Background: an optimization exercise with open tools, aiming at small area. Do not read the settings as production practice.
In this exercise RTL edits were held to simulation tests only and were not proved equivalent to the original.

## v17
// systolic_mm_array
module systolic_mm_array
#(
  parameter int N      = 8,
  parameter int DATA_W = 8,
  parameter int ACC_W  = 16
) (
  input  logic                clk,
  input  logic                rst,
  input  logic                w_valid,
  output logic                w_ready,
  input  logic [N*DATA_W-1:0] w_data,
  input  logic                in_valid,
  output logic                in_ready,
  input  logic [N*DATA_W-1:0] a_in,
  output logic                out_valid,
  output logic [N*ACC_W-1:0]  y_out,
  output logic                busy
);
Size: roughly 12000 cells after synthesis, ~1800 flip-flops, roughly 260 I/O pins, roughly 0.13 sq mm of cells after synthesis.
make LEC_CHECK=0 CAP_MARGIN=20 CORE_MARGIN=2 CORE_UTILIZATION=28 CTS_BUF_LIST=sky130_fd_sc_hd__clkbuf_8 CTS_CLUSTER_DIAMETER=50 CTS_CLUSTER_SIZE=14 PLACE_DENSITY=0.38 SLEW_MARGIN=20 SYNTH_HIERARCHICAL=1 finish   # period 7.0 ns
run.sh (not shown) runs the stock make flow with config.mk's settings and CLKGATE_MAP_FILE= SYNTH_SCRIPT=/design/flow/synth_recipe.tcl, a recipe that flattens the netlist after the stock synthesis.
The flow did not stop early for v17: all stages ran, and the layout cleared the timing, DRC and antenna checks.
Relative to v17, the following input files were edited for v57:
==> flow/config.mk <==
export PLATFORM = sky130hd
export DESIGN_NAME = systolic_mm_array
export DESIGN_NICKNAME = systolic_mm_array
export VERILOG_FILES = /design/flow/design.v
export SDC_FILE = /design/flow/constraint.sdc
export NUM_CORES = 4
export LEC_CHECK = 0
export CAP_MARGIN = 20
export CORE_MARGIN = 2
export CORE_UTILIZATION = 36
export CTS_BUF_LIST = sky130_fd_sc_hd__clkbuf_8
export CTS_CLUSTER_DIAMETER = 60
export CTS_CLUSTER_SIZE = 16
export PLACE_DENSITY = 0.5
export SLEW_MARGIN = 20
export SYNTH_HIERARCHICAL = 1
### Flow results
v57 against v17: routed wire length decreased about 7%; H-tree level count went down 1; count of multi-input combinational gates saw little to no change.
From v17 to v57 the numbers moved as follows: sequential cell count about even, pre-CTS worst setup slack fell 0.0088 ns, count of distinct cell types in the synthesized netlist about even, sequential share of layout area rose 0.67 points.
Clock transition at the registers of the reported paths up 0.02 ns in v57 wrt v17
diff inputs: v57 => v29
==> flow/config.mk <==
export PLATFORM = sky130hd
export DESIGN_NAME = systolic_mm_array
export DESIGN_NICKNAME = systolic_mm_array
export VERILOG_FILES = /design/flow/design.v
export SDC_FILE = /design/flow/constraint.sdc
export NUM_CORES = 4
export LEC_CHECK = 0
export CAP_MARGIN = 20
export CORE_MARGIN = 2
export CORE_UTILIZATION = 28
export PLACE_DENSITY = 0.38
export SLEW_MARGIN = 20
export SYNTH_HIERARCHICAL = 1
--- outcome ---
NOTE cell total after placement v57->v29 increased by a little under 10%
Beginning of the critical path: w_q[5][8] -> v57, a_hi[16] -> v29
Compared with v57, in v29 global-route usage now sits lower; number of global-route vias before repair now sits higher; x dimension of the die now sits higher; fraction of the cycle the final worst path needs now sits at about the same level.

systolic_mm_array again, from the RTL that the note above started with.
// systolic_mm_array
module systolic_mm_array
#(
  parameter int N      = 8,
  parameter int DATA_W = 8,
  parameter int ACC_W  = 16
) (
  input  logic                clk,
  input  logic                rst,
  input  logic                w_valid,
  output logic                w_ready,
  input  logic [N*DATA_W-1:0] w_data,
  input  logic                in_valid,
  output logic                in_ready,
  input  logic [N*DATA_W-1:0] a_in,
  output logic                out_valid,
  output logic [N*ACC_W-1:0]  y_out,
  output logic                busy
);
  localparam int LAT = systolic_pkg::lat(N);
  localparam int RW  = $clog2(N);
  systolic_pkg::state_t state, state_nxt;
  logic [RW-1:0]  row_cnt;
  logic [LAT-1:0] vpipe;
  logic           w_fire, in_fire;
  assign w_fire  = w_valid && w_ready;
  assign in_fire = in_valid && in_ready;
  always_ff @(posedge clk) begin
    if (rst) state <= systolic_pkg::IDLE;
    else     state <= state_nxt;
  end
  always_comb begin
    state_nxt = state;
    w_ready   = 1'b0;
    in_ready  = 1'b0;
    busy      = 1'b1;
    case (state)
      systolic_pkg::IDLE: begin
        w_ready = 1'b1;
        busy    = 1'b0;
        if (w_valid) state_nxt = systolic_pkg::LOAD;
      end
      systolic_pkg::LOAD: begin
        w_ready = 1'b1;
        if (w_valid && row_cnt == RW'(N-1)) state_nxt = systolic_pkg::RUN;
      end
      systolic_pkg::RUN: begin
        in_ready = 1'b1;
        if (w_valid) state_nxt = systolic_pkg::DRAIN;
      end
      systolic_pkg::DRAIN: begin
        if (vpipe == '0) state_nxt = systolic_pkg::IDLE;
      end
      default: state_nxt = systolic_pkg::IDLE;
    endcase
  end
  always_ff @(posedge clk) begin
    if (rst)         row_cnt <= '0;
    else if (w_fire) row_cnt <= row_cnt + RW'(1);
  end
  ...
make LEC_CHECK=0 CAP_MARGIN=20 CORE_MARGIN=2 CORE_UTILIZATION=28 CTS_BUF_LIST=sky130_fd_sc_hd__clkbuf_16 CTS_CLUSTER_DIAMETER=60 CTS_CLUSTER_SIZE=16 PLACE_DENSITY=0.38 SLEW_MARGIN=20 SYNTH_HIERARCHICAL=1 finish   # period 7.0 ns
==> next run, changes <==
CAP_MARGIN = 10   (was 20)
CTS_BUF_LIST = sky130_fd_sc_hd__clkbuf_4 sky130_fd_sc_hd__clkbuf_8   (was sky130_fd_sc_hd__clkbuf_16)
CTS_CLUSTER_DIAMETER = unset   (was 60)
CTS_CLUSTER_SIZE = 20   (was 16)
SLEW_MARGIN = 10   (was 20)
Result:
- final area hardly moves
- non-clock buffer count stays the same
- maximum frequency decreases by 1.5%
- register-to-register slack got worse by 0.10 ns
- global-route usage hardly moves
- area after synthesis does not change
- sequential cell count does not change
- clock skew rose by 0.053 ns

lane 1:
Starting RTL as in the previous note.
make LEC_CHECK=0 CAP_MARGIN=20 CORE_MARGIN=2 CORE_UTILIZATION=33 CTS_BUF_LIST=sky130_fd_sc_hd__clkbuf_8 CTS_CLUSTER_DIAMETER=60 CTS_CLUSTER_SIZE=16 PLACE_DENSITY=0.45 SLEW_MARGIN=20 SYNTH_HIERARCHICAL=1 finish   # period 7.0 ns
Input changes introduced in lane 2 (baseline for comparison: lane 1):
-- flow/config.mk --
<<< lane 1, line 9
export CORE_MARGIN = 2
export CORE_UTILIZATION = 33
export CTS_BUF_LIST = sky130_fd_sc_hd__clkbuf_8
export CTS_CLUSTER_DIAMETER = 60
export CTS_CLUSTER_SIZE = 16
export PLACE_DENSITY = 0.45
export SLEW_MARGIN = 20
>>> lane 2, line 9
export CORE_MARGIN = 2
export CORE_UTILIZATION = 33
export PLACE_DENSITY = 0.45
export SLEW_MARGIN = 20
[summary]
On final cell count, lane 2 tracks lane 1 almost exactly. On worst hold slack, lane 1 loses to lane 2. Diff lane 1 -> lane 2 | maximum frequency | up slightly. Between lane 2 and lane 1, the sequential share of layout area is lower for lane 2. On lane 2: clock skew is 0.049 ns lower than what lane 1 gave. Diff lane 1 -> lane 2 | post-route fraction of the period consumed by the critical path | decrease of 0.50 points. Looking at clock insertion delay at the later pin of the skew report, lane 2 sits 0.19 ns below lane 1. Summary of lane 2 over lane 1: global router's overall resource usage was more or less identical.

-- separate check: timing with driven ports --
In the flow no input, the clock included, has a driving cell. The finished layouts below were timed again as built, in two steps.
Step 1 assumes that a clkbuf_16 drives the clock port and a buf_2 every other input.
Step 2 also shifts input and output timing later by t, the mid clock arrival at the registers, as if the neighbouring blocks saw the same clock.
Three values: ideal ports, drivers, drivers and shift; two values: the first two.
run | shift t [ns] | setup WS [ns] | pins driven straight from the clock port
v17 | 1.210 | 0.347 / 0.347 / 0.347 | 1
v57 | 1.175 | 0.306 / 0.306 / 0.306 | 1
v29 | 1.043 | 0.296 / 0.296 / 0.296 | 1
the first run of note 2 | 1.046 | 0.389 / 0.389 / 0.389 | 1
the second run of note 2 | 1.230 | 0.287 / 0.287 / 0.287 | 1
lane 1 | 1.195 | 0.302 / 0.302 / 0.302 | 1
lane 2 | 1.034 | 0.337 / 0.337 / 0.337 | 1
After both steps every run listed still meets setup and hold.
